This design comes from an exercise in tuning for small area on the open sky130 flow, not from production work. Where RTL was checked, it was by simulation tests only, not by an equivalence proof against the original. The RTL of runs 2 and 4 was laid out without a check of its function. Power is estimated from default activity; no workload was simulated.

**design/flow/config.mk**
```make
export PLATFORM = sky130hd
export DESIGN_NAME = rio
export DESIGN_NICKNAME = rio
export VERILOG_FILES = /design/flow/design.v
export SDC_FILE = /design/flow/constraint.sdc
export NUM_CORES = 4
export LEC_CHECK = 0
export CAP_MARGIN = 20
export CORE_MARGIN = 2
export CORE_UTILIZATION = 60
export CTS_BUF_LIST = sky130_fd_sc_hd__clkbuf_8
export CTS_CLUSTER_DIAMETER = 60
export CTS_CLUSTER_SIZE = 16
export SLEW_MARGIN = 20
```
**design/flow/constraint.sdc**
```tcl
create_clock -name core_clock -period 8.0 [get_ports {sysclk}]
set_input_delay 1.6000 -clock core_clock [delete_from_list [all_inputs] [get_ports {sysclk}]]
set_output_delay 1.6000 -clock core_clock [all_outputs]
set_load 0.01 [all_outputs]
```
**design/flow/design.v**
```verilog
package rio_pkg;
    typedef logic [31:0] reg_word_t;
    typedef logic [7:0]  reg_addr_t;
    localparam reg_addr_t ADDR_CTRL   = 8'h00;
    localparam reg_addr_t ADDR_VEL0   = 8'h04;
    localparam reg_addr_t ADDR_VEL1   = 8'h08;
    localparam reg_addr_t ADDR_VEL2   = 8'h0C;
    localparam reg_addr_t ADDR_COMMIT = 8'h10;
    localparam int CTRL_OUT_BIT = 3;
    localparam reg_addr_t ADDR_MAGIC  = 8'h00;
    localparam reg_addr_t ADDR_TSTAMP = 8'h04;
    localparam reg_addr_t ADDR_POS0   = 8'h08;
    localparam reg_addr_t ADDR_POS1   = 8'h0C;
    localparam reg_addr_t ADDR_POS2   = 8'h10;
    localparam reg_addr_t ADDR_STATUS = 8'h14;
    localparam int STATUS_TIMEOUT_BIT = 4;
    localparam reg_word_t MAGIC_WORD = 32'h6461_7461;
    localparam logic [1:0] AXI_RESP_OKAY   = 2'b00;
    localparam logic [1:0] AXI_RESP_SLVERR = 2'b10;
endpackage
package motion_pkg;
    localparam int NUM_AXES = 3;
    typedef logic signed [31:0] velocity_t;
    typedef logic [25:0] vcode_t;
    localparam int VC_NEG = 25;
    localparam int VC_BIG = 24;
    typedef logic signed [31:0] position_t;
    typedef enum logic [1:0] {
        IDLE      = 2'b00,
        DIR_SETUP = 2'b01,
        PULSE     = 2'b10,
        SPACE     = 2'b11
    } dir_state_e;
endpackage
`timescale 1ns/1ps
module host_regs (
    input  logic                sysclk,
    input  logic                arst_n,
    input  rio_pkg::reg_addr_t           awaddr,
    input  logic                awvalid,
    output logic                awready,
    input  rio_pkg::reg_word_t           wdata,
    input  logic [3:0]          wstrb,
    input  logic                wvalid,
    output logic                wready,
    output logic [1:0]          bresp,
    output logic                bvalid,
    input  logic                bready,
    input  rio_pkg::reg_addr_t           araddr,
    input  logic                arvalid,
    output logic                arready,
    output rio_pkg::reg_word_t           rdata,
    output logic [1:0]          rresp,
    output logic                rvalid,
    input  logic                rready,
    input  rio_pkg::reg_word_t           tstamp,
    input  motion_pkg::position_t           pos0,
    input  motion_pkg::position_t           pos1,
    input  motion_pkg::position_t           pos2,
    input  logic [motion_pkg::NUM_AXES-1:0] inputs,
    input  logic                timeout,
    output motion_pkg::vcode_t           vel0,
    output motion_pkg::vcode_t           vel1,
    output motion_pkg::vcode_t           vel2,
    output logic [motion_pkg::NUM_AXES-1:0] axis_en,
    output logic [motion_pkg::NUM_AXES-1:0] vel_ok,
    output logic                out_bit,
    output logic                commit
);
    logic                  wr_fire;
    logic                  rd_fire;
    logic                  wr_mapped;
    logic                  rd_mapped;
    logic                  commit_fire;
    rio_pkg::reg_word_t             rd_next;
    motion_pkg::vcode_t             wcode;
    logic [rio_pkg::CTRL_OUT_BIT:0] ctrl_shadow;
    motion_pkg::vcode_t             vel0_shadow;
    motion_pkg::vcode_t             vel1_shadow;
    motion_pkg::vcode_t             vel2_shadow;
    logic                  bresp_err;
    logic [motion_pkg::NUM_AXES-1:0] vel_written;
    logic [24:0]           neg_c;
    logic                  rresp_err;
    assign wr_fire = awvalid & wvalid & ~bvalid;
    assign awready = wr_fire;
    assign wready  = wr_fire;
    assign rd_fire = arvalid & ~rvalid;
    assign arready = rd_fire;
    assign commit_fire = wr_fire & (awaddr == rio_pkg::ADDR_COMMIT);
    always_comb begin
        case (awaddr)
            rio_pkg::ADDR_CTRL, rio_pkg::ADDR_VEL0, rio_pkg::ADDR_VEL1, rio_pkg::ADDR_VEL2, rio_pkg::ADDR_COMMIT: wr_mapped = 1'b1;
            default: wr_mapped = 1'b0;
        endcase
    end
    always_comb begin
        neg_c[0] = 1'b0;
        for (int i = 0; i < 24; i++) begin
            wcode[i]   = ~(wdata[i] ^ (wdata[31] & neg_c[i]));
            neg_c[i+1] = neg_c[i] | wdata[i];
        end
        wcode[motion_pkg::VC_NEG] = wdata[31];
        wcode[motion_pkg::VC_BIG] = wdata[31] ? (~&wdata[31:24] | ~neg_c[24]) : |wdata[31:24];
    end
    always_comb begin
        case (araddr)
            rio_pkg::ADDR_MAGIC, rio_pkg::ADDR_TSTAMP, rio_pkg::ADDR_POS0, rio_pkg::ADDR_POS1,
            rio_pkg::ADDR_POS2, rio_pkg::ADDR_STATUS: rd_mapped = 1'b1;
            default: rd_mapped = 1'b0;
        endcase
    end
    always_ff @(posedge sysclk or negedge arst_n) begin
        if (!arst_n) begin
            bvalid      <= 1'b0;
            rvalid      <= 1'b0;
            commit      <= 1'b0;
            ctrl_shadow <= '0;
            vel_written <= '0;
            vel_ok      <= '0;
            axis_en     <= '0;
            out_bit     <= 1'b0;
        end else begin
            commit <= commit_fire;
            if (wr_fire) begin
                bvalid <= 1'b1;
            end else if (bready) begin
                bvalid <= 1'b0;
            end
            if (rd_fire) begin
                rvalid <= 1'b1;
            end else if (rready) begin
                rvalid <= 1'b0;
            end
            if (wr_fire) begin
                case (awaddr)
                    rio_pkg::ADDR_CTRL: ctrl_shadow <= wdata[rio_pkg::CTRL_OUT_BIT:0];
                    rio_pkg::ADDR_VEL0: vel_written[0] <= 1'b1;
                    rio_pkg::ADDR_VEL1: vel_written[1] <= 1'b1;
                    rio_pkg::ADDR_VEL2: vel_written[2] <= 1'b1;
                    default: ;
                endcase
            end
            if (commit_fire) begin
                vel_ok  <= vel_written;
                axis_en <= ctrl_shadow[motion_pkg::NUM_AXES-1:0];
                out_bit <= ctrl_shadow[rio_pkg::CTRL_OUT_BIT];
            end
        end
    end
    always_ff @(posedge sysclk) begin
        if (wr_fire) begin
            case (awaddr)
                rio_pkg::ADDR_VEL0: vel0_shadow <= wcode;
                rio_pkg::ADDR_VEL1: vel1_shadow <= wcode;
                rio_pkg::ADDR_VEL2: vel2_shadow <= wcode;
                default: ;
            endcase
        end
        if (commit_fire) begin
            vel0 <= vel0_shadow;
            vel1 <= vel1_shadow;
            vel2 <= vel2_shadow;
        end
    end
    always_ff @(posedge sysclk) begin
        if (!bvalid) begin
            bresp_err <= ~wr_mapped;
        end
        if (!rvalid) begin
            rresp_err <= ~rd_mapped;
        end
        rdata <= rd_next;
    end
    logic [5:0] rd_sel;
    assign rd_sel[0] = ~rvalid & (araddr == rio_pkg::ADDR_MAGIC);
    assign rd_sel[1] = ~rvalid & (araddr == rio_pkg::ADDR_TSTAMP);
    assign rd_sel[2] = ~rvalid & (araddr == rio_pkg::ADDR_POS0);
    assign rd_sel[3] = ~rvalid & (araddr == rio_pkg::ADDR_POS1);
    assign rd_sel[4] = ~rvalid & (araddr == rio_pkg::ADDR_POS2);
    assign rd_sel[5] = ~rvalid & (araddr == rio_pkg::ADDR_STATUS);
    always_comb begin
        rd_next = {32{rvalid}} & rdata;
        rd_next = rd_next | ({32{rd_sel[0]}} & rio_pkg::MAGIC_WORD);
        rd_next = rd_next | ({32{rd_sel[1]}} & tstamp);
        rd_next = rd_next | ({32{rd_sel[2]}} & rio_pkg::reg_word_t'(pos0));
        rd_next = rd_next | ({32{rd_sel[3]}} & rio_pkg::reg_word_t'(pos1));
        rd_next = rd_next | ({32{rd_sel[4]}} & rio_pkg::reg_word_t'(pos2));
        rd_next[motion_pkg::NUM_AXES-1:0] = rd_next[motion_pkg::NUM_AXES-1:0] |
                                             ({motion_pkg::NUM_AXES{rd_sel[5]}} & inputs);
        rd_next[rio_pkg::STATUS_TIMEOUT_BIT] = rd_next[rio_pkg::STATUS_TIMEOUT_BIT] |
                                               (rd_sel[5] & timeout);
    end
    assign bresp = {bresp_err, 1'b0};
    assign rresp = {rresp_err, 1'b0};
endmodule
`timescale 1ns/1ps
module link_watchdog #(
    parameter int TIMEOUT = 2700000
) (
    input  logic      sysclk,
    input  logic      arst_n,
    input  logic      commit,
    output logic      timeout,
    output rio_pkg::reg_word_t tstamp
);
    if (TIMEOUT == 2700000) begin : g_lfsr
        localparam logic [21:0] LFSR_LAST = 22'h1a780c;
        logic [21:0] lfsr;
        always_ff @(posedge sysclk or negedge arst_n) begin
            if (!arst_n) begin
                lfsr    <= '0;
                timeout <= 1'b0;
            end else if (commit) begin
                lfsr    <= '0;
                timeout <= 1'b0;
            end else begin
                lfsr    <= {lfsr[20:0], ~(lfsr[21] ^ lfsr[20])};
                if (lfsr == LFSR_LAST) begin
                    timeout <= 1'b1;
                end
            end
        end
    end else begin : g_count
        localparam int CNT_BITS = $clog2(TIMEOUT + 1);
        logic [CNT_BITS-1:0] idle_cnt;
        always_ff @(posedge sysclk or negedge arst_n) begin
            if (!arst_n) begin
                idle_cnt <= '0;
            end else if (commit) begin
                idle_cnt <= '0;
            end else if (!timeout) begin
                idle_cnt <= idle_cnt + 1'b1;
            end
        end
        assign timeout = (idle_cnt == CNT_BITS'(TIMEOUT));
    end
    logic [31:0] ts_t;
    logic [31:0] nts;
    assign tstamp = ~nts;
    always_comb begin
        ts_t[0] = 1'b1;
        for (int i = 1; i < 32; i++) begin
            ts_t[i] = ts_t[i-1] & tstamp[i-1];
        end
    end
    always_ff @(posedge sysclk or negedge arst_n) begin
        if (!arst_n) begin
            nts <= '1;
        end else begin
            nts <= nts ^ ts_t;
        end
    end
endmodule
`timescale 1ns/1ps
module stepgen #(
    parameter int PULSE_LEN = 108,
    parameter int DIR_DELAY = 18,
    parameter int ACC_BITS  = 24
) (
    input  logic      sysclk,
    input  logic      arst_n,
    input  motion_pkg::vcode_t velocity,
    input  logic      enable,
    input  logic      vel_ok,
    output logic      step,
    output logic      dir,
    output logic      en,
    output motion_pkg::position_t position
);
    localparam int TMR_MAX  = (PULSE_LEN > DIR_DELAY) ? PULSE_LEN : DIR_DELAY;
    localparam int TMR_BITS = $clog2(TMR_MAX + 1);
    localparam bit USE_LFSR = (PULSE_LEN == 108) && (DIR_DELAY == 18);
    localparam logic [TMR_BITS-1:0] TMR_PULSE = USE_LFSR ? TMR_BITS'(7'h3d) : TMR_BITS'(PULSE_LEN - 1);
    localparam logic [TMR_BITS-1:0] TMR_DIR   = USE_LFSR ? TMR_BITS'(7'h23) : TMR_BITS'(DIR_DELAY - 1);
    localparam int NB = 3;
    localparam int BW = ACC_BITS / NB;
    motion_pkg::dir_state_e          state;
    motion_pkg::dir_state_e          state_n;
    logic [TMR_BITS-1:0] timer;
    logic [TMR_BITS-1:0] timer_n;
    logic [TMR_BITS-1:0] tmr_step;
    logic                tmr_done;
    logic [ACC_BITS-1:0] acc;
    logic [ACC_BITS-1:0] nacc;       
    logic [ACC_BITS-1:0] acc_n;
    logic [NB-1:1]       lag;
    logic [NB-1:0]       blk_c;
    logic [NB:0]         q1;
    logic [NB:0]         q2;
    logic [ACC_BITS-1:0] mag;
    logic                ovf;
    logic                vel_neg;
    logic                step_req;
    logic                pending;
    logic                pending_n;
    logic                dir_n;
    logic                launch;
    logic                start_pulse;
    logic                gate;
    logic [31:0]         pos_t;
    motion_pkg::position_t pos_n;
    assign acc      = ~nacc;
    assign gate     = enable & vel_ok;
    assign vel_neg  = velocity[motion_pkg::VC_NEG];
    assign mag      = ~velocity[ACC_BITS-1:0] & {ACC_BITS{gate}};
    logic [ACC_BITS:0] cc;
    always_comb begin
        for (int j = 0; j < NB; j++) begin
            cc[BW*j] = (j == 0) ? 1'b0 : lag[j];
            for (int i = BW*j; i < BW*j+BW; i++) begin
                acc_n[i] = acc[i] ^ mag[i] ^ cc[i];
                cc[i+1]  = (acc[i] & mag[i]) | (cc[i] & (acc[i] ^ mag[i]));
            end
            blk_c[j] = cc[BW*j+BW];
        end
        cc[ACC_BITS] = blk_c[NB-1];
    end
    logic [NB-1:0] all1;
    logic [NB-1:0] all1b;
    always_comb begin
        q1[0] = 1'b0;
        q2[0] = 1'b0;
        for (int j = 0; j < NB; j++) begin
            all1[j]  = &acc_n[BW*j +: BW];
            all1b[j] = &acc_n[BW*j+1 +: BW-1];
            q1[j+1] = blk_c[j] | (all1[j] & q1[j]) | (all1b[j] & q2[j]);
            q2[j+1] = blk_c[j] & ((all1[j] & q1[j]) | (all1b[j] & q2[j]));
        end
    end
    logic kc;
    logic kc_n;
    assign kc_n = (all1[NB-1] & q1[NB-1]) | (all1b[NB-1] & q2[NB-1]);
    assign ovf  = kc ? q2[NB] : q1[NB];
    assign step_req = ovf | (gate & velocity[motion_pkg::VC_BIG]);
    logic [31:0] pos_up;
    logic [31:0] pos_dn;
    always_comb begin
        pos_up[0] = start_pulse & ~dir;
        pos_dn[0] = start_pulse & dir;
        for (int i = 1; i < 32; i++) begin
            pos_up[i] = pos_up[i-1] & position[i-1];
            pos_dn[i] = pos_dn[i-1] & ~position[i-1];
        end
        pos_t = pos_up | pos_dn;
        pos_n = position ^ pos_t;
    end
    assign step = (state == motion_pkg::PULSE);
    assign tmr_done = (timer == '0);
    assign tmr_step = USE_LFSR ? {timer[TMR_BITS-2:0], ~(timer[TMR_BITS-1] ^ timer[TMR_BITS-2])}
                               : timer - 1'b1;
    always_comb begin
        state_n     = state;
        timer_n     = tmr_step;    
        pending_n   = pending;
        dir_n       = dir;
        launch      = 1'b0;
        start_pulse = 1'b0;
        case (state)
            motion_pkg::IDLE: launch = step_req;
            motion_pkg::DIR_SETUP: begin
                pending_n = pending | step_req;
                if (!tmr_done) begin
                    timer_n = tmr_step;
                end else if (enable) begin
                    start_pulse = 1'b1;
                end else begin
                    state_n = motion_pkg::IDLE;
                end
            end
            motion_pkg::PULSE: begin
                pending_n = pending | step_req;
                if (!tmr_done) begin
                    timer_n = tmr_step;
                end else begin
                    state_n = motion_pkg::SPACE;
                    timer_n = TMR_PULSE;
                end
            end
            motion_pkg::SPACE: begin
                if (!tmr_done) begin
                    pending_n = pending | step_req;
                    timer_n   = tmr_step;
                end else begin
                    launch    = enable & (pending | step_req);
                    pending_n = pending & step_req;
                    state_n   = motion_pkg::IDLE;
                end
            end
            default: state_n = motion_pkg::IDLE;
        endcase
        if (launch) begin
            if (vel_neg != dir) begin
                dir_n   = vel_neg;
                state_n = motion_pkg::DIR_SETUP;
                timer_n = TMR_DIR;
            end else begin
                start_pulse = 1'b1;
            end
        end
        if (start_pulse) begin
            state_n = motion_pkg::PULSE;
            timer_n = TMR_PULSE;
        end
        if (!enable) begin
            pending_n = 1'b0;
        end
    end
    always_ff @(posedge sysclk or negedge arst_n) begin
        if (!arst_n) begin
            state    <= motion_pkg::IDLE;
            pending  <= 1'b0;
            dir      <= 1'b0;
            en       <= 1'b0;
            nacc     <= '1;
            lag      <= '0;
            kc       <= 1'b0;
            position <= '0;
        end else begin
            state   <= state_n;
            pending <= pending_n;
            dir     <= dir_n;
            en      <= enable;
            nacc    <= ~acc_n;
            lag     <= blk_c[NB-2:0];
            kc      <= kc_n;
            position <= pos_n;
        end
    end
    always_ff @(posedge sysclk) begin
        timer <= timer_n;
    end
endmodule
`timescale 1ns/1ps
module input_sync (
    input  logic                sysclk,
    input  logic                arst_n,
    input  logic [motion_pkg::NUM_AXES-1:0] home,
    output logic [motion_pkg::NUM_AXES-1:0] inputs
);
    logic [motion_pkg::NUM_AXES-1:0] meta;
    always_ff @(posedge sysclk or negedge arst_n) begin
        if (!arst_n) begin
            meta   <= '0;
            inputs <= '0;
        end else begin
            meta   <= ~home;
            inputs <= meta;
        end
    end
endmodule
`timescale 1ns/1ps
module rio #(
    parameter int TIMEOUT   = 2700000,
    parameter int PULSE_LEN = 108,
    parameter int DIR_DELAY = 18,
    parameter int ACC_BITS  = 24
) (
    input  logic                sysclk,
    input  logic                arst_n,
    input  rio_pkg::reg_addr_t           awaddr,
    input  logic                awvalid,
    output logic                awready,
    input  rio_pkg::reg_word_t           wdata,
    input  logic [3:0]          wstrb,
    input  logic                wvalid,
    output logic                wready,
    output logic [1:0]          bresp,
    output logic                bvalid,
    input  logic                bready,
    input  rio_pkg::reg_addr_t           araddr,
    input  logic                arvalid,
    output logic                arready,
    output rio_pkg::reg_word_t           rdata,
    output logic [1:0]          rresp,
    output logic                rvalid,
    input  logic                rready,
    output logic [motion_pkg::NUM_AXES-1:0] step,
    output logic [motion_pkg::NUM_AXES-1:0] dir,
    output logic [motion_pkg::NUM_AXES-1:0] en,
    input  logic [motion_pkg::NUM_AXES-1:0] home,
    output logic                out_bit,
    output logic                timeout
);
    motion_pkg::vcode_t           vel [motion_pkg::NUM_AXES];
    motion_pkg::position_t           pos [motion_pkg::NUM_AXES];
    logic [motion_pkg::NUM_AXES-1:0] axis_en;
    logic [motion_pkg::NUM_AXES-1:0] axis_gated;
    logic [motion_pkg::NUM_AXES-1:0] vel_ok;
    logic [motion_pkg::NUM_AXES-1:0] inputs;
    logic                commit;
    rio_pkg::reg_word_t           tstamp;
    assign axis_gated = axis_en & ~{motion_pkg::NUM_AXES{timeout}};
    host_regs regs (
        .sysclk  (sysclk),
        .arst_n  (arst_n),
        .awaddr  (awaddr),
        .awvalid (awvalid),
        .awready (awready),
        .wdata   (wdata),
        .wstrb   (wstrb),
        .wvalid  (wvalid),
        .wready  (wready),
        .bresp   (bresp),
        .bvalid  (bvalid),
        .bready  (bready),
        .araddr  (araddr),
        .arvalid (arvalid),
        .arready (arready),
        .rdata   (rdata),
        .rresp   (rresp),
        .rvalid  (rvalid),
        .rready  (rready),
        .tstamp  (tstamp),
        .pos0    (pos[0]),
        .pos1    (pos[1]),
        .pos2    (pos[2]),
        .inputs  (inputs),
        .timeout (timeout),
        .vel0    (vel[0]),
        .vel1    (vel[1]),
        .vel2    (vel[2]),
        .axis_en (axis_en),
        .vel_ok  (vel_ok),
        .out_bit (out_bit),
        .commit  (commit)
    );
    link_watchdog #(
        .TIMEOUT (TIMEOUT)
    ) wdog (
        .sysclk  (sysclk),
        .arst_n  (arst_n),
        .commit  (commit),
        .timeout (timeout),
        .tstamp  (tstamp)
    );
    input_sync home_sync (
        .sysclk (sysclk),
        .arst_n (arst_n),
        .home   (home),
        .inputs (inputs)
    );
    for (genvar i = 0; i < motion_pkg::NUM_AXES; i++) begin : g_axis
        stepgen #(
            .PULSE_LEN (PULSE_LEN),
            .DIR_DELAY (DIR_DELAY),
            .ACC_BITS  (ACC_BITS)
        ) gen (
            .sysclk   (sysclk),
            .arst_n   (arst_n),
            .velocity (vel[i]),
            .enable   (axis_gated[i]),
            .vel_ok   (vel_ok[i]),
            .step     (step[i]),
            .dir      (dir[i]),
            .en       (en[i]),
            .position (pos[i])
        );
    end
endmodule
```
**design/flow/flow/run.sh**
```bash
#!/bin/bash
# Layout flow: the standard ORFS flow (standard.sh), with
#  - the port buffers made of the smallest buffer cell,
#  - the combinational logic re-mapped for area by OpenROAD's restructure
#    after floorplanning (flops untouched), using a copy of the library
#    without the platform's don't-use cells,
#  - clock tree synthesis without dummy loads (the same options as the
#    standard flow otherwise, from config.mk),

# Each tool's output goes to a log file of its own in this folder.
set -o pipefail
W=$(pwd)
LIB=$FLOW_HOME/platforms/sky130hd/lib/sky130_fd_sc_hd__tt_025C_1v80.lib
mkdir -p $W/rmp
python3 $W/flow/filter_lib.py $LIB $W/rmp/area.lib > filter_lib.log 2>&1
cat > $W/post_floorplan.tcl <<EOT
restructure -target area -liberty_file $W/rmp/area.lib -tielo_port sky130_fd_sc_hd__conb_1/LO -tiehi_port sky130_fd_sc_hd__conb_1/HI -work_dir $W/rmp -abc_logfile $W/rmp_abc.log
EOT
export BUFFER_PORTS_ARGS="-buffer_cell sky130_fd_sc_hd__buf_1"
export POST_FLOORPLAN_TCL=$W/post_floorplan.tcl
export CTS_ARGS="-sink_clustering_enable -repair_clock_nets -sink_clustering_size 16 -sink_clustering_max_diameter 60 -buf_list sky130_fd_sc_hd__clkbuf_8 -dont_use_dummy_load"
bash standard.sh finish > standard.log 2>&1
```
**design/flow/flow/filter_lib.py**
```python
# Copy a liberty file, leaving out the cells the platform marks don't-use
# (lpflow_* and probe*), so that restructure's ABC run cannot pick them.
import re, sys
src, dst = sys.argv[1], sys.argv[2]
text = open(src).read()
out = []
pos = 0
drop = re.compile(r'sky130_fd_sc_hd__(lpflow_|probe)')
n = 0
for m in re.finditer(r'\n\s*cell\s*\(\s*"?([A-Za-z0-9_]+)"?\s*\)\s*\{', text):
    if m.start() < pos:
        continue
    name = m.group(1)
    # find the end of this cell block by brace matching
    i = m.end(); depth = 1
    while depth:
        c = text[i]
        if c == '{': depth += 1
        elif c == '}': depth -= 1
        i += 1
    if drop.match(name):
        out.append(text[pos:m.start()])
        pos = i
        n += 1
out.append(text[pos:])
open(dst, 'w').write(''.join(out))
print("dropped", n, "cells")
```
**design/flow/standard.sh**
```bash
#!/bin/bash
# synth_recipe.tcl (not shown) runs the flow's synth.tcl, then flattens the netlist and writes it again
# the make line also repeats each setting of config.mk as NAME=value (left out here)
make -C /OpenROAD-flow-scripts/flow DESIGN_CONFIG=/design/flow/config.mk WORK_HOME=/design/flow/orfs CLKGATE_MAP_FILE= SYNTH_SCRIPT=/design/flow/synth_recipe.tcl "${@:-finish}"
```
==> results of run 1 <==
## Yosys cell counts, drive strengths merged, types with 5 or more instances
cell,instances,share of area
nor3,37,0.0085
clkbuf,60,0.010
nor2b,29,0.0083
dfrtp,166,0.19
and4,6,0.0025
a22oi,17,0.0059
and2,17,0.0049
nand4,20,0.0057
mux2,31,0.016
or3,22,0.0069
xnor2,54,0.022
o31ai,11,0.0038
xor2,75,0.030
fa,69,0.063
nor2,149,0.026
nand2b,7,0.0020
inv,227,0.039
mux2i,9,0.0041
nand2,96,0.017
or4,18,0.0067
nor3b,6,0.0021
dfstp,104,0.13
or4b,5,0.0025
o21a,6,0.0021
o22ai,9,0.0026
ha,34,0.020
a31oi,13,0.0037
nor4,27,0.0078
o21ai,67,0.015
buf,21,0.0060
o32ai,9,0.0040
nand3,30,0.0069
a221o,29,0.013
dfxtp,53,0.049
and3,17,0.0049
edfxtp,158,0.22
a21oi,55,0.013
or2,24,0.0069
## per-stage QoR
step / setup WS, ns / area [um^2] / utilization / cells
CTS: 0.641 / 22300 / 0.626 / 2639
detailed placement: 0.721 / 21800 / 0.611 / 2600
finish: 0.685 / 22400 / 0.628 / 2640
floorplan: 0.946 / 21800 / - / 1848
global route: -0.0326 / 22400 / 0.628 / 2640
global placement: 0.995 / 21800 / 0.611 / 2600
## how the worst max path moves through the flow
stage / start / end / slack, ns / depth (start not counted)
final: regs.axis_en[0] / g_axis[0].gen.position[31] / 0.69 / 34
after global routing: regs.axis_en[2] / g_axis[2].gen.position[30] / -0.03 / 37
after CTS: regs.axis_en[2] / g_axis[2].gen.position[30] / 0.64 / 36
after detailed placement: regs.axis_en[2] / g_axis[2].gen.position[30] / 0.72 / 36
after global placement: regs.axis_en[0] / g_axis[0].gen.position[31] / 0.99 / 34
after floorplan: wdog.timeout / g_axis[2].gen.position[22] / 0.95 / 20
## sequential cells by signal, summed over array words and instances, names as in the netlist, 4 cells and up
name                 flops
g_axis.gen.position     96
g_axis.gen.nacc         72
regs.rdata              32
wdog.nts                32
regs.vel0               26
regs.vel0_shadow        26
regs.vel1               26
regs.vel1_shadow        26
regs.vel2               26
regs.vel2_shadow        26
wdog.g_lfsr.lfsr        22
g_axis.gen.timer        21
g_axis.gen.lag           6
g_axis.gen.state         6
regs.ctrl_shadow         4
## layout make-up
| class | count | area share |
|---|---|---|
| Tap cell | 461 | 0.0258 |
| Timing Repair Buffer | 135 | 0.0288 |
| Sequential cell | 481 | 0.567 |
| Inverter | 218 | 0.0366 |
| Multi-Input combinational cell | 1306 | 0.318 |
| Clock buffer | 39 | 0.0240 |
## cell families (layout without fill, tap and decap cells)
group / after synthesis / count (layout)
flops: 481 / 481
xor+xnor: 129 / 101
simple gates: 528 / 661
compound gates: 256 / 540
fa+ha+maj: 104 / 0
buf+inv: 308 / 392
mux: 40 / 0
other cells: 1 / 4
## per-layer routing
metal / share of wire / global-route usage
met1: 0.49 / 0.371
met2: 0.43 / 0.365
met3: 0.061 / 0.0515
met4: 0.019 / 0.0578
met5: 0.00026 / 0
## placed cells by master, fill, tap and decap left out, types with 13 or more instances in the layout
| cell type | netlist | routed |
|---|---|---|
| nor3_1 | 37 | 30 |
| dfstp_2 | 104 | 104 |
| xnor2_1 | 54 | 78 |
| o221ai_1 | 0 | 14 |
| a21oi_1 | 55 | 148 |
| buf_1 | 7 | 106 |
| nand3_1 | 30 | 20 |
| nand2_1 | 96 | 145 |
| nor4_1 | 27 | 13 |
| or2_0 | 0 | 17 |
| clkbuf_8 | 0 | 39 |
| clkinv_1 | 0 | 216 |
| dfxtp_1 | 53 | 53 |
| o32ai_1 | 8 | 27 |
| nand4_1 | 20 | 19 |
| xor2_1 | 75 | 23 |
| dfrtp_1 | 166 | 166 |
| a22oi_1 | 17 | 35 |
| buf_4 | 14 | 25 |
| a21o_1 | 2 | 13 |
| o21ai_0 | 66 | 170 |
| o22ai_1 | 9 | 58 |
| nor2_1 | 149 | 342 |
| or4_1 | 15 | 26 |
| edfxtp_1 | 158 | 158 |
| or3_1 | 18 | 27 |
## what timing repair did
action	CTS	global route
setup buffers	0	0
setup endpoints to repair	0	4
hold buffers	0	0
resized for setup	0	3
## critical path, delay by kind of cell (launching register included)
kind,cells,cell delay [ns]
AND/OR/NAND/NOR,14,2.88
AO/OA/AOI/OAI,15,3.21
XOR/XNOR,1,0.17
buffers and inverters,4,0.56
flip-flops,1,0.37
## power breakdown
part           leakage, nW  switching [mW]  internal, mW  total [mW]
clock network        0.280           0.740         0.439        1.18
registers             5.10          0.0930          2.70        2.79
logic                 2.88           0.306         0.170       0.477
total                 8.25            1.14          3.31        4.45
==> flow_metrics.env, run 1 <==
export IMPL_path_class="register to register"
export IMPL_yosys_warnings=7
export IMPL_first_global_vias=14300
export IMPL_dpl_hpwl_um=31900
export IMPL_grt_overflow=0
export IMPL_nets=2243
export IMPL_clk_latency_ns=0.63
export IMPL_synth_edf_count=158
export IMPL_core_mm2=0.0357
export IMPL_multiInputGateArea_mm2=0.00710
export IMPL_io_pins=114
export IMPL_synth_async_reset_ratio=0.561
export IMPL_tritoncts="built"
export IMPL_r2r_start="regs.axis_en[0]"
export IMPL_drc=0
export IMPL_cts_buffer_depth=3
export IMPL_fin_crit_sh=0.914
export IMPL_power_leakage_nw=8.25
export IMPL_ys_flop_type="dfrtp_1"
export IMPL_timing_critical_path_mode_cell="a21oi_1"
export IMPL_timing_hold_ws_ns=0.352
export IMPL_synth_distinct_cells=79
export IMPL_grt_max_degree=135
export IMPL_num_vias=15100
export IMPL_synthCells=1847
export IMPL_r2r_worst_path_cells=34
export IMPL_worstPathArrival_ns=7.84
export IMPL_port_buffers=107
export IMPL_synthToLayoutAreaGrowth_pct=2.79
export IMPL_wl_per_cell_um=17.2
export IMPL_worst_slew_pin_slew_ns=0.930
export IMPL_power_density_mw_per_mm2=199
export IMPL_drt_total_wl_um=45300
export IMPL_dr_pass1_iters=5
export IMPL_slew_headroom=0.380
export IMPL_startpoint_type="register"
export IMPL_drv_slew=0
export IMPL_fmax_mhz=137
export IMPL_cp_end_kind="register"
export IMPL_drive_gt1_frac=0.0821
export IMPL_drtAntennaViolNets=0
export IMPL_grt_first_pass_wirelength_um=73600
export IMPL_muxShareOfSynthArea=0.0202
export IMPL_die_area_mm2=0.0378
export IMPL_syn_avg_cell_area_um2=11.8
export IMPL_cts_root_buf="clkbuf_8"
export IMPL_hold_viol=0
export IMPL_yosys_area_share_adder=0.0835
export IMPL_regArea_mm2=0.0127
export IMPL_crit_slowest_cell="nor4_1"
export IMPL_whs_path_depth=0
export IMPL_via_per_inst=5.71
export IMPL_peakVddDrop_mv=0.139
export IMPL_status="complete, no violations"
export IMPL_rsz0062_at_grt="true"
export IMPL_holdPathEnd="home_sync.inputs[0]"
export IMPL_cts_sinks=481
export IMPL_die_h_um=194
export IMPL_die_width_um=194
export IMPL_netlist_area_mm2=0.0218
export IMPL_drtIter0Drc=1000
export IMPL_setup_viol=0
export IMPL_place_congestion=0.842
export IMPL_crit_fanout=7
export IMPL_finalCriticalPeriod_ns=7.31
export IMPL_fin_worst_skew_ns=0.0620
export IMPL_numCtsBuffers=39
export IMPL_crit_path_max_incr_delay_ns=0.47
export IMPL_grt_usage=0.245
export IMPL_ys_seq_elements=481
export IMPL_synth_xor_area_frac=0.0519
export IMPL_worstReg2RegEnd="g_axis[0].gen.position[31]"
export IMPL_start_util=0.610
export IMPL_hp_start="home_sync.meta[0]"
export IMPL_synth_simple_area_share=0.126
export IMPL_cap_viol_max_count=0
export IMPL_antenna_found_initial=3
export IMPL_hold_class="register to register"
export IMPL_seq_area_frac_synth=0.583
export IMPL_tns_ns=0
export IMPL_synth_compound_area_frac=0.0793
export IMPL_htreeDepth=2
export IMPL_crit_required_ns=8.53
export IMPL_rrSetupSlack_ns=0.69
export IMPL_rows=69
export IMPL_power_mw=4.45
export IMPL_clk_pin_slew_worst_paths_ns=0.10
export IMPL_nFillCells=2963
export IMPL_diodes=0
export IMPL_synth_top_family_by_area="simple AND/OR/NAND/NOR gates"
==> inputs of run 2 (changes only) <==
--- a/design/flow/design.v
+++ b/design/flow/design.v
@@ -285,2 +285,3 @@
     logic [ACC_BITS-1:0] nacc;       
+    motion_pkg::position_t npos;     
     logic [ACC_BITS-1:0] acc_n;
@@ -303,2 +304,3 @@
     assign acc      = ~nacc;
+    assign position = ~npos;
     assign gate     = enable & vel_ok;
@@ -417,3 +419,3 @@
             kc       <= 1'b0;
-            position <= '0;
+            npos     <= '1;
         end else begin
@@ -426,3 +428,3 @@
             kc      <= kc_n;
-            position <= pos_n;
+            npos     <= ~pos_n;
         end
==> run 2 against run 1 <==
Effect of this change: sequential share of layout area grew 0.36 points; routed wire length down 6.1%; non-clock buffer count unchanged; clock-buffer cell count shrank 1; synthesized cell count stayed put; via count is 2.5% lower; worst setup slack worse by 0.061 ns; global-route usage shrank 1.7 points; register-to-register slack got worse by 0.06 ns; critical endpoint is now g_axis[2].gen.npos[20]; die area increased by 0.57%; largest power group unchanged; clock power hardly changed; design area is 0.31% higher.
==> flow_metrics.env, run 2 <==
export IMPL_status="complete, no violations"
export IMPL_drive_gt1_frac=0.130
export IMPL_cap_viol_max_count=0
export IMPL_dpl_hpwl_um=29300
export IMPL_instances_no_fill=2610
export IMPL_clk_latency_ns=0.61
export IMPL_syn_avg_cell_area_um2=11.9
export IMPL_wl_per_cell_um=16.3
export IMPL_setup_ws_ns=0.625
export IMPL_die_h_um=195
export IMPL_seq_area_frac_synth=0.585
export IMPL_rrSetupSlack_ns=0.62
export IMPL_place_congestion=0.824
export IMPL_place_area_mm2=0.0219
export IMPL_dp_cells=2570
export IMPL_first_global_vias=14200
export IMPL_whs_path_depth=0
export IMPL_num_vias=14700
export IMPL_final_common_cell="nor2_1"
export IMPL_hold_class="register to register"
export IMPL_via_per_inst=5.63
export IMPL_netlist_area_mm2=0.0219
export IMPL_antenna_found_initial=2
export IMPL_nFillCells=2943
export IMPL_cts_sinks=481
export IMPL_fmax_mhz=136
export IMPL_port_buffers=107
export IMPL_drtIter0Drc=940
export IMPL_use_met2=0.370
export IMPL_die_area_mm2=0.0380
export IMPL_yosys_warnings=7
export IMPL_synthToLayoutAreaGrowth_pct=2.51
export IMPL_synth_async_reset_ratio=0.561
export IMPL_fin_crit_sh=0.922
export IMPL_worst_slew_pin_slew_ns=1.07
export IMPL_finalCriticalPeriod_ns=7.38
export IMPL_largest_reg_flops=96
export IMPL_drtAntennaViolNets=0
export IMPL_use_met3=0.0295
export IMPL_drv_slew=0
export IMPL_regMostFlops="g_axis.gen.npos"
export IMPL_synth_area_leaders="dfstp_2 (24%), edfxtp_1 (22%), dfrtp_1 (8.0%)"
export IMPL_holdPathEnd="home_sync.inputs[1]"
export IMPL_synth_edf_count=158
export IMPL_die_width_um=195
export IMPL_worstReg2RegEnd="g_axis[2].gen.npos[20]"
export IMPL_drc=0
export IMPL_timing_critical_path_mode_cell="nand2_1"
export IMPL_cp_end_kind="register"
export IMPL_final_cell_mix="nor2_1 (310), dfstp_2 (200), o21ai_0 (182), clkinv_1 (180), a21oi_1 (159)"
export IMPL_cts_root_buf="clkbuf_8"
export IMPL_rows=69
export IMPL_synth_distinct_cells=69
export IMPL_crit_required_ns=8.51
export IMPL_drt_total_wl_um=42600
export IMPL_grt_max_degree=157
export IMPL_htreeDepth=2
export IMPL_setup_viol=0
export IMPL_io_pins=114
export IMPL_dr_pass1_iters=5
export IMPL_r2r_worst_path_cells=34
export IMPL_fin_worst_skew_ns=0.0450
export IMPL_synthCells=1847
export IMPL_timing_hold_ws_ns=0.364
export IMPL_reg_top3="g_axis.gen.npos x96, g_axis.gen.nacc x72"
export IMPL_yosysMostFrequentCell="inv_1"
export IMPL_synth_commonest_cells="inv_1 (217), dfstp_2 (200), edfxtp_1 (158)"
export IMPL_grt_overflow=0
export IMPL_ys_flop_type="dfstp_2"
export IMPL_slew_headroom=0.282
export IMPL_design_area_mm2=0.0224
export IMPL_path_class="register to register"
export IMPL_tritoncts="built"
export IMPL_crit_fanout=23
export IMPL_hp_start="home_sync.meta[1]"
export IMPL_grt_first_pass_wirelength_um=70200
export IMPL_peakVddDrop_mv=0.184
export IMPL_worstPathArrival_ns=7.89
export IMPL_crit_path_max_incr_delay_ns=0.60
export IMPL_pre_cts_slack_ns=0.145
export IMPL_core_mm2=0.0357
export IMPL_start_util=0.613
export IMPL_startpoint_type="register"
export IMPL_clk_pin_slew_worst_paths_ns=0.09
export IMPL_cts_buffer_depth=3
export IMPL_crit_slowest_cell="or4_1"
export IMPL_ys_seq_elements=481
export IMPL_ctsHoldBuffers=0
export IMPL_top_usage_layer="met2"
export IMPL_power_leakage_nw=8.08
export IMPL_hold_viol=0
export IMPL_synth_top_cell_area_share=0.240
export IMPL_grt_usage=0.229
export IMPL_numCtsBuffers=38
export IMPL_synth_area_leader_cell="dfstp_2"
export IMPL_power_mw=5.30
export IMPL_diodes=0
export IMPL_power_density_mw_per_mm2=236
export IMPL_globalRouteMet1Util=0.326
export IMPL_nets=2213
export IMPL_r2r_start="regs.axis_en[2]"
==> run 2: through the flow <==
stage	TNS, ns	utilization
2_1_floorplan	0	-
3_3_place_gp	0	0.612
3_5_place_dp	0	0.612
4_1_cts	0	0.626
5_1_grt	-0.0742	0.628
6_report	0	0.628
==> run 2: logic make-up (layout without fill, tap and decap cells) <==
family / count (synthesis) / after routing / share of synthesized area
AO/OA/AOI/OAI: 233 / 540 / 0.0715
adder cells (fa/ha/maj): 105 / 0 / 0.0834
other: 1 / 4 / 0.000171
flip-flops: 481 / 481 / 0.585
multiplexers: 44 / 0 / 0.0211
AND/OR/NAND/NOR: 544 / 655 / 0.131
XOR/XNOR: 129 / 115 / 0.0516
buffers and inverters: 310 / 354 / 0.0562
==> run 2: where the power goes <==
group	leakage [nW]	total (mW)	internal, mW	switching (mW)
clock network	0.273	1.16	0.428	0.732
logic	3.06	1.06	0.439	0.625
registers	4.75	3.07	2.87	0.201
==> run 2: area by class of cell <==
class | instances | area [um^2] | share of cell area
tap | 461 | 577 | 0.0257
clock buffer | 38 | 523 | 0.0233
inverter | 181 | 681 | 0.0303
sequential | 481 | 12800 | 0.571
timing repair buffer | 135 | 628 | 0.0280
multi-input combinational | 1314 | 7220 | 0.322
==> run 2: worst max path at each step <==
stage               startpoint  cells after the start                      to
3_3_place_gp   regs.axis_en[2]                     38  g_axis[2].gen.npos[31]
5_1_grt        regs.axis_en[2]                     36  g_axis[2].gen.npos[19]
6_report       regs.axis_en[2]                     34  g_axis[2].gen.npos[20]
3_5_place_dp   regs.axis_en[2]                     38  g_axis[2].gen.npos[31]
2_1_floorplan        awaddr[0]                      5         regs.axis_en[0]
4_1_cts        regs.axis_en[2]                     38  g_axis[2].gen.npos[20]
==> run 2: routing by layer <==
metal | part of all wire | wire length, um
met3 | 0.033 | 1420
met1 | 0.49 | 20800
met5 | 0 | 0
met2 | 0.46 | 19500
met4 | 0.020 | 854
==> run 2: worst max-delay path, delay by kind of cell, from the launching register on <==
kind	cells	cell delay, ns
AOI/OAI and AO/OA	12	2.92
and+or+nand+nor	15	2.75
buffers and inverters	5	0.92
DFF	1	0.38
xor gates and xnor gates	2	0.28
==> run 2: repair_timing <==
| action | CTS | global route |
|---|---|---|
| resized for setup | 0 | 7 |
| setup endpoints to repair | 0 | 26 |
| endpoints found under the hold margin | 0 | 0 |
| setup buffers | 0 | 2 |
==> inputs of run 3 (changes only) <==
--- a/design/flow/design.v
+++ b/design/flow/design.v
@@ -238,4 +238,2 @@
     logic [31:0] ts_t;
-    logic [31:0] nts;
-    assign tstamp = ~nts;
     always_comb begin
@@ -248,5 +246,5 @@
         if (!arst_n) begin
-            nts <= '1;
+            tstamp <= '0;
         end else begin
-            nts <= nts ^ ts_t;
+            tstamp <= tstamp ^ ts_t;
         end
@@ -284,4 +282,2 @@
     logic [ACC_BITS-1:0] acc;
-    logic [ACC_BITS-1:0] nacc;       
-    motion_pkg::position_t npos;     
     logic [ACC_BITS-1:0] acc_n;
@@ -303,4 +299,2 @@
     motion_pkg::position_t pos_n;
-    assign acc      = ~nacc;
-    assign position = ~npos;
     assign gate     = enable & vel_ok;
@@ -416,6 +410,6 @@
             en       <= 1'b0;
-            nacc     <= '1;
+            acc      <= '0;
             lag      <= '0;
             kc       <= 1'b0;
-            npos     <= '1;
+            position <= '0;
         end else begin
@@ -425,6 +419,6 @@
             en      <= enable;
-            nacc    <= ~acc_n;
+            acc     <= acc_n;
             lag     <= blk_c[NB-2:0];
             kc      <= kc_n;
-            npos     <= ~pos_n;
+            position <= pos_n;
         end
--- a/design/flow/flow/run.sh
+++ b/design/flow/flow/run.sh
@@ -20,3 +20,3 @@
 export POST_FLOORPLAN_TCL=$W/post_floorplan.tcl
-export CTS_ARGS="-sink_clustering_enable -repair_clock_nets -sink_clustering_size 16 -sink_clustering_max_diameter 60 -buf_list sky130_fd_sc_hd__clkbuf_8 -dont_use_dummy_load"
+export CTS_ARGS="-sink_clustering_enable -repair_clock_nets -sink_clustering_size 16 -sink_clustering_max_diameter 60 -buf_list {sky130_fd_sc_hd__clkbuf_4 sky130_fd_sc_hd__clkbuf_8} -dont_use_dummy_load"
 bash standard.sh finish > standard.log 2>&1
--- a/design/flow/config.mk
+++ b/design/flow/config.mk
@@ -10,3 +10,3 @@
 export CORE_UTILIZATION = 60
-export CTS_BUF_LIST = sky130_fd_sc_hd__clkbuf_8
+export CTS_BUF_LIST = sky130_fd_sc_hd__clkbuf_4 sky130_fd_sc_hd__clkbuf_8
 export CTS_CLUSTER_DIAMETER = 60
==> run 3 against run 2 <==
Effect of this change: worst hold slack worse by 0.012 ns; critical path depth stayed put; first-iteration DRC count is 13% higher; still clean; clock-buffer cell count is 1 higher; flip-flop and latch count stayed put; sequential power is 17% lower; critical path type unchanged; maximum frequency is 1.3% higher.
==> flow_metrics.env, run 3 <==
export IMPL_status="complete, no violations"
export IMPL_finalCriticalPeriod_ns=7.28
export IMPL_rsz0062_at_grt="false"
export IMPL_grt_max_degree=173
export IMPL_wl_per_cell_um=16.9
export IMPL_ctsHoldBuffers=0
export IMPL_syn_avg_cell_area_um2=12.1
export IMPL_first_global_vias=13800
export IMPL_cts_setup_buffers=0
export IMPL_rrSetupSlack_ns=0.72
export IMPL_final_common_cell="clkinv_1"
export IMPL_ctsResizeCount=0
export IMPL_dpl_hpwl_um=30400
export IMPL_drv_slew=0
export IMPL_hold_class="register to register"
export IMPL_cts_buffer_depth=3
export IMPL_slew_headroom=0.329
export IMPL_grt_overflow=0
export IMPL_nets=2226
export IMPL_die_width_um=193
export IMPL_drt_total_wl_um=44300
export IMPL_crit_required_ns=8.48
export IMPL_seq_area_frac_synth=0.584
export IMPL_drtIter0Drc=1064
export IMPL_cp_end_kind="register"
export IMPL_worst_slew_pin_slew_ns=1.01
export IMPL_timing_critical_path_mode_cell="nor2_1"
export IMPL_startpoint_type="register"
export IMPL_design_area_mm2=0.0227
export IMPL_worstPathArrival_ns=7.77
export IMPL_synthCells=1774
export IMPL_rows=69
export IMPL_place_area_mm2=0.0220
export IMPL_netlist_area_mm2=0.0215
export IMPL_drc=0
export IMPL_crit_fanout=18
export IMPL_yosysMostFrequentCell="dfrtp_1"
export IMPL_htreeDepth=2
export IMPL_power_leakage_nw=9.25
export IMPL_synth_async_reset_ratio=0.561
export IMPL_regMostFlops="g_axis.gen.position"
export IMPL_setup_viol=0
export IMPL_die_area_mm2=0.0374
export IMPL_critical_path_buf_inv_count=4
export IMPL_ys_flop_type="dfrtp_1"
export IMPL_synth_commonest_cells="dfrtp_1 (270), edfxtp_1 (158), nor2_1 (147)"
export IMPL_clk_latency_ns=0.61
export IMPL_port_buffers=107
export IMPL_num_vias=14800
export IMPL_cts_sinks=481
export IMPL_synthToLayoutAreaGrowth_pct=5.26
export IMPL_ys_seq_elements=481
export IMPL_drtAntennaViolNets=0
export IMPL_place_congestion=0.819
export IMPL_synth_distinct_cells=75
export IMPL_fmax_mhz=137
export IMPL_synth_edf_count=158
export IMPL_synth_area_leaders="dfrtp_1 (31%), edfxtp_1 (22%), fa_1 (6.4%)"
export IMPL_final_cell_mix="clkinv_1 (274), dfrtp_1 (270), nor2_1 (266), edfxtp_1 (158), o21ai_0 (157)"
export IMPL_io_pins=114
export IMPL_reg_top3="g_axis.gen.position x96, g_axis.gen.acc x72"
export IMPL_tns_ns=0
export IMPL_hold_viol=0
export IMPL_die_h_um=193
export IMPL_power_density_mw_per_mm2=172
export IMPL_fin_crit_sh=0.910
export IMPL_crit_slowest_cell="nor4b_1"
export IMPL_crit_path_max_incr_delay_ns=0.53
export IMPL_synth_top_cell_area_share=0.314
export IMPL_largest_reg_flops=96
export IMPL_clk_pin_slew_worst_paths_ns=0.10
export IMPL_yosys_warnings=7
export IMPL_core_mm2=0.0355
export IMPL_cts_root_buf="clkbuf_8"
export IMPL_dr_pass1_iters=5
export IMPL_final_util=0.638
export IMPL_start_util=0.607
export IMPL_cap_viol_max_count=0
export IMPL_cp_top_family="simple AND/OR/NAND/NOR gates"
export IMPL_power_mw=3.90
export IMPL_diodes=0
export IMPL_synth_area_leader_cell="dfrtp_1"
export IMPL_grt_first_pass_wirelength_um=71600
export IMPL_fin_worst_skew_ns=0.0353
export IMPL_via_per_inst=5.63
export IMPL_peakVddDrop_mv=0.145
export IMPL_numCtsBuffers=39
export IMPL_tritoncts="built"
export IMPL_antenna_found_initial=1
export IMPL_path_class="register to register"
export IMPL_drive_gt1_frac=0.0379
export IMPL_grt_usage=0.239
run 3: logic make-up after synthesis:
family | count (synthesis) | share of synthesized area
other | 1 | 0.000174
adder cells (fa/ha/maj) | 103 | 0.0839
flip-flops | 481 | 0.584
buffers and inverters | 222 | 0.0418
multiplexers | 54 | 0.0271
XOR/XNOR | 128 | 0.0521
AO/OA/AOI/OAI | 243 | 0.0802
AND/OR/NAND/NOR | 542 | 0.131
run 3: worst register-to-register path: cells and delay by family (launching register included):
| kind | cells | cell delay, ns |
|---|---|---|
| AO/OA/AOI/OAI | 14 | 2.60 |
| XOR/XNOR | 1 | 0.12 |
| buffers and inverters | 4 | 0.69 |
| flip-flops | 1 | 0.34 |
| AND/OR/NAND/NOR | 15 | 3.38 |
run 3: layout make-up:
type | instances | area [um^2]
Sequential cell | 481 | 12600
Tap cell | 461 | 577
Timing Repair Buffer | 132 | 652
Fill cell | 2894 | 12800
Multi-Input combinational cell | 1233 | 7290
Clock buffer | 39 | 537
Inverter | 277 | 1040
run 3: path summary, 6_finish.rpt:
kind                                        start                    endpoint  cells past startpoint
worst max-delay path              regs.axis_en[0]  g_axis[0].gen.position[31]                     34
worst min-delay path            home_sync.meta[1]         home_sync.inputs[1]                      0
worst max register to register    regs.axis_en[0]  g_axis[0].gen.position[31]                     34
worst min register to register  home_sync.meta[1]         home_sync.inputs[1]                      0
max in group asynchronous                  arst_n   g_axis[2].gen.position[2]                      3
min in group asynchronous                  arst_n       g_axis[0].gen.acc[10]                      1
run 3: power breakdown:
part / switching (mW) / internal [mW]
sequential: 0.00706 / 2.55
combinational: 0.115 / 0.0423
clock: 0.747 / 0.439
run 3: through the flow:
stage / hold slack [ns] / setup slack (ns) / std cells
after CTS: 0.355 / 0.277 / 2622
after detailed placement: 0.336 / 0.344 / 2583
after floorplan: 0.331 / 1.20 / 1775
final: 0.352 / 0.717 / 2623
after global placement: 0.333 / 0.465 / 2583
after global routing: 0.362 / 0.0214 / 2623
run 3: per-layer routing:
layer / wire, um / global-route usage / vias to the layer above
li1: - / - / 7262
met1: 21800 / 0.373 / 7121
met2: 19100 / 0.352 / 334
met3: 2620 / 0.0371 / 48
met4: 752 / 0.0625 / 2
met5: 13 / 0 / -
==> inputs of run 4 (changes only) <==
--- a/design/flow/design.v
+++ b/design/flow/design.v
@@ -283,6 +283,2 @@
     logic [ACC_BITS-1:0] acc_n;
-    logic [NB-1:1]       lag;
-    logic [NB-1:0]       blk_c;
-    logic [NB:0]         q1;
-    logic [NB:0]         q2;
     logic [ACC_BITS-1:0] mag;
@@ -304,28 +300,26 @@
     always_comb begin
+        cc[0] = 1'b0;
+        for (int i = 0; i < ACC_BITS; i++) begin
+            acc_n[i] = acc[i] ^ mag[i] ^ cc[i];
+            cc[i+1]  = (acc[i] & mag[i]) | (cc[i] & (acc[i] ^ mag[i]));
+        end
+    end
+    logic [NB-1:0] blk_g;
+    logic [NB-1:0] blk_p;
+    always_comb begin
+        logic g;
         for (int j = 0; j < NB; j++) begin
-            cc[BW*j] = (j == 0) ? 1'b0 : lag[j];
+            g = 1'b0;
+            blk_p[j] = 1'b1;
             for (int i = BW*j; i < BW*j+BW; i++) begin
-                acc_n[i] = acc[i] ^ mag[i] ^ cc[i];
-                cc[i+1]  = (acc[i] & mag[i]) | (cc[i] & (acc[i] ^ mag[i]));
+                g        = (acc[i] & mag[i]) | (g & (acc[i] ^ mag[i]));
+                blk_p[j] = blk_p[j] & (acc[i] ^ mag[i]);
             end
-            blk_c[j] = cc[BW*j+BW];
+            blk_g[j] = g;
         end
-        cc[ACC_BITS] = blk_c[NB-1];
-    end
-    logic [NB-1:0] all1;
-    logic [NB-1:0] all1b;
-    always_comb begin
-        q1[0] = 1'b0;
-        q2[0] = 1'b0;
+        ovf = 1'b0;
         for (int j = 0; j < NB; j++) begin
-            all1[j]  = &acc_n[BW*j +: BW];
-            all1b[j] = &acc_n[BW*j+1 +: BW-1];
-            q1[j+1] = blk_c[j] | (all1[j] & q1[j]) | (all1b[j] & q2[j]);
-            q2[j+1] = blk_c[j] & ((all1[j] & q1[j]) | (all1b[j] & q2[j]));
+            ovf = blk_g[j] | (blk_p[j] & ovf);
         end
     end
-    logic kc;
-    logic kc_n;
-    assign kc_n = (all1[NB-1] & q1[NB-1]) | (all1b[NB-1] & q2[NB-1]);
-    assign ovf  = kc ? q2[NB] : q1[NB];
     assign step_req = ovf | (gate & velocity[motion_pkg::VC_BIG]);
@@ -411,4 +405,2 @@
             acc      <= '0;
-            lag      <= '0;
-            kc       <= 1'b0;
             position <= '0;
@@ -420,4 +412,2 @@
             acc     <= acc_n;
-            lag     <= blk_c[NB-2:0];
-            kc      <= kc_n;
             position <= pos_n;
--- a/design/flow/flow/run.sh
+++ b/design/flow/flow/run.sh
@@ -20,3 +20,3 @@
 export POST_FLOORPLAN_TCL=$W/post_floorplan.tcl
-export CTS_ARGS="-sink_clustering_enable -repair_clock_nets -sink_clustering_size 16 -sink_clustering_max_diameter 60 -buf_list {sky130_fd_sc_hd__clkbuf_4 sky130_fd_sc_hd__clkbuf_8} -dont_use_dummy_load"
+export CTS_ARGS="-sink_clustering_enable -repair_clock_nets -sink_clustering_size 16 -sink_clustering_max_diameter 60 -buf_list sky130_fd_sc_hd__clkbuf_8 -dont_use_dummy_load"
 bash standard.sh finish > standard.log 2>&1
--- a/design/flow/config.mk
+++ b/design/flow/config.mk
@@ -10,3 +10,3 @@
 export CORE_UTILIZATION = 60
-export CTS_BUF_LIST = sky130_fd_sc_hd__clkbuf_4 sky130_fd_sc_hd__clkbuf_8
+export CTS_BUF_LIST = sky130_fd_sc_hd__clkbuf_8
 export CTS_CLUSTER_DIAMETER = 60
==> run 4 against run 3 <==
Effect of this change: the layout now fails its checks (negative setup slack); clock power about the same; maximum frequency is 14% lower; synthesized cell count increased by 2.6%; utilization up 5.8 points; critical path type unchanged; critical endpoint is now g_axis[0].gen.position[30].
==> flow_metrics.env, run 4 <==
export IMPL_synth_area_leader_cell="dfrtp_1"
export IMPL_hold_class="register to register"
export IMPL_synth_distinct_cells=80
export IMPL_dp_cells=2640
export IMPL_setup_ws_ns=-0.473
export IMPL_antenna_found_initial=0
export IMPL_power_frac_seq=0.655
export IMPL_netlist_area_mm2=0.0217
export IMPL_die_width_um=194
export IMPL_seq_area_frac_synth=0.568
export IMPL_status="complete, but fails checks"
export IMPL_final_common_cell="nor2_1"
export IMPL_fmax_mhz=118
export IMPL_grt_usage=0.255
export IMPL_r2r_worst_path_cells=59
export IMPL_power_leakage_nw=9.83
export IMPL_synthToLayoutAreaGrowth_pct=14.4
export IMPL_ys_seq_elements=472
export IMPL_start_util=0.609
export IMPL_io_pins=114
export IMPL_wl_per_cell_um=17.4
export IMPL_slew_headroom=0.253
export IMPL_rows=69
export IMPL_place_area_mm2=0.0221
export IMPL_final_cell_mix="nor2_1 (269), dfrtp_1 (260), clkinv_1 (235), buf_4 (203), edfxtp_1 (158)"
export IMPL_startpoint_type="register"
export IMPL_cts_buffer_depth=3
export IMPL_grt_max_degree=174
export IMPL_numCtsBuffers=39
export IMPL_instances_no_fill=2797
export IMPL_yosysMostFrequentCell="dfrtp_1"
export IMPL_so_faults="negative setup slack"
export IMPL_cap_viol_max_count=0
export IMPL_peakVddDrop_mv=0.139
export IMPL_hold_viol=0
export IMPL_synth_async_reset_ratio=0.553
export IMPL_worstPathArrival_ns=8.97
export IMPL_cp_end_kind="register"
export IMPL_r2r_start="wdog.timeout"
export IMPL_cts_sinks=472
export IMPL_die_h_um=194
export IMPL_clk_pin_slew_worst_paths_ns=0.10
export IMPL_design_area_mm2=0.0249
export IMPL_finalCriticalPeriod_ns=8.47
export IMPL_fin_worst_skew_ns=0.0367
export IMPL_drtIter0Drc=832
export IMPL_die_area_mm2=0.0377
export IMPL_synth_area_leaders="dfrtp_1 (30%), edfxtp_1 (22%), fa_1 (6.1%)"
export IMPL_first_global_vias=15400
export IMPL_largest_reg_flops=96
export IMPL_reg_top3="g_axis.gen.position x96, g_axis.gen.acc x72"
export IMPL_drv_slew=0
export IMPL_nets=2400
export IMPL_cts_root_buf="clkbuf_8"
export IMPL_startpoint="wdog.timeout"
export IMPL_pre_cts_slack_ns=-1.85
export IMPL_drc=0
export IMPL_htreeDepth=2
export IMPL_tritoncts="built"
export IMPL_crit_required_ns=8.50
export IMPL_synth_top_cell_area_share=0.301
export IMPL_path_class="register to register"
export IMPL_crit_end="g_axis[0].gen.position[30]"
export IMPL_rrSetupSlack_ns=-0.47
export IMPL_tns_ns=-3.10
export IMPL_grt_first_pass_wirelength_um=77100
export IMPL_synth_edf_count=158
export IMPL_p_sw_mw=0.857
export IMPL_yosys_warnings=7
export IMPL_place_congestion=0.826
export IMPL_worst_slew_pin_slew_ns=1.12
export IMPL_p_sw_frac=0.223
export IMPL_drt_total_wl_um=48800
export IMPL_drive_gt1_frac=0.201
export IMPL_drtAntennaViolNets=0
export IMPL_rsz0062_at_grt="true"
export IMPL_num_vias=15600
export IMPL_ys_flop_type="dfrtp_1"
export IMPL_grt_overflow=0
export IMPL_timing_critical_path_mode_cell="nor2_4"
export IMPL_core_mm2=0.0357
export IMPL_combPwrFrac=0.038
export IMPL_setup_viol=12
export IMPL_diodes=0
export IMPL_crit_fanout=4
export IMPL_via_per_inst=5.57
export IMPL_dpl_hpwl_um=30500
export IMPL_syn_avg_cell_area_um2=11.9
export IMPL_intPower_mw=2.99
export IMPL_synthCells=1820
export IMPL_worstReg2RegEnd="g_axis[0].gen.position[30]"
export IMPL_clk_latency_ns=0.62
export IMPL_p_clk_frac=0.307
export IMPL_port_buffers=107
export IMPL_regMostFlops="g_axis.gen.position"
export IMPL_dr_pass1_iters=17
export IMPL_power_density_mw_per_mm2=155
export IMPL_synth_commonest_cells="dfrtp_1 (261), edfxtp_1 (158), nor2_1 (138)"
export IMPL_crit_slowest_cell="dfrtp_2"
export IMPL_crit_path_max_incr_delay_ns=0.44
export IMPL_fin_crit_sh=1.06
[run 4: cell count changes after synthesis, moves of 18 or more]
| cell | delta |
|---|---|
| mux2_2 | -18 |
| a222oi_1 | +18 |
| or2_2 | -33 |
| o21ai_0 | +49 |
| nand2_1 | +34 |
| ha_1 | +48 |
| inv_1 | -26 |
[run 4: power groups by stage]
stage	Clock (mW)	Combinational [mW]	Sequential (mW)
floorplan	0	0.0460	2.56
global placement	0	0.136	2.57
detailed placement	0	0.139	2.57
CTS	1.23	0.144	2.52
global route	1.31	0.162	2.52
finish	1.18	0.145	2.52
[run 4: cell families after synthesis]
| family | synth area share |
|---|---|
| other cells | 0.000173 |
| flops | 0.568 |
| mux | 0.0125 |
| compound gates | 0.0935 |
| simple gates | 0.129 |
| xor+xnor | 0.0528 |
| buf+inv | 0.0359 |
| fa+ha+maj | 0.108 |
[run 4: timing repair]
action | 4_1_cts | 5_1_grt
hold buffers | 0 | 0
pin swaps | 58 | 108
setup endpoints to repair | 103 | 104
buffers inserted | 84 | 55
gates resized for setup | 125 | 212
[run 4: layout make-up]
type	instances	area (um^2)
clock buffer	39	537
fill	2710	10800
inverter	255	976
multi-input combinational	1244	8290
sequential	472	12300
tap	461	577
timing repair buffer	326	2140
[run 4: worst max-delay path, delay by kind of cell (launching register included)]
| family | cells | cell delay (ns) |
|---|---|---|
| AOI/OAI and AO/OA | 19 | 2.33 |
| buffers and inverters | 8 | 0.84 |
| DFF | 1 | 0.44 |
| and+or+nand+nor | 32 | 4.70 |
[run 4: worst min path at each step]
stage / endpoint / depth (start not counted) / slack [ns] / start
after floorplan: home_sync.inputs[0] / 0 / 0.33 / home_sync.meta[0]
after global placement: home_sync.inputs[1] / 0 / 0.33 / home_sync.meta[1]
after detailed placement: home_sync.inputs[0] / 0 / 0.34 / home_sync.meta[0]
after CTS: home_sync.inputs[2] / 0 / 0.34 / home_sync.meta[2]
after global routing: home_sync.inputs[2] / 0 / 0.35 / home_sync.meta[2]
final: home_sync.inputs[2] / 0 / 0.32 / home_sync.meta[2]
[run 4: routing by layer]
metal	global-route usage	wire, um
met5	0	0
met2	0.450	24800
met4	0.0769	1160
met3	0.0465	2070
met1	0.321	20800
[run 4: metrics by stage]
step / hold WS, ns / power [mW] / utilization
detailed placement: 0.340 / 2.71 / 0.620
CTS: 0.339 / 3.89 / 0.666
global route: 0.345 / 3.99 / 0.697
global placement: 0.334 / 2.70 / 0.620
floorplan: 0.331 / 2.60 / -
finish: 0.325 / 3.84 / 0.697

## re-timing with driven ports
No port has a modelled driver above. Below, the same layouts with a new extraction and two added sets of constraints.
Step 1: set_driving_cell puts a clkbuf_16 on sysclk and a buf_2 on each other input, an assumption about the parent block.
Step 2 adds t to the input delays and takes it off the output delays; t is the mean of the earliest and latest rising clock arrival at the registers after step 1. Input paths then give back, and output paths get back, about the clock's delay inside the block.
Three values: ideal, step 1, step 2; two values: the first two.
| run | shift t [ns] | setup slack, ns | slew at the worst register clock pin (ns) | worst data-port slew with drivers (ns) |
|---|---|---|---|---|
| run 1 | 0.647 | 0.685 / 0.685 / 0.685 | 0.10 / 0.10 | 0.07 |
| run 2 | 0.637 | 0.625 / 0.625 / 0.625 | 0.10 / 0.10 | 0.06 |
| run 3 | 0.641 | 0.717 / 0.717 / 0.717 | 0.10 / 0.10 | 0.06 |
| run 4 | 0.653 | -0.473 / -0.473 / -0.473 | 0.10 / 0.10 | 0.09 |
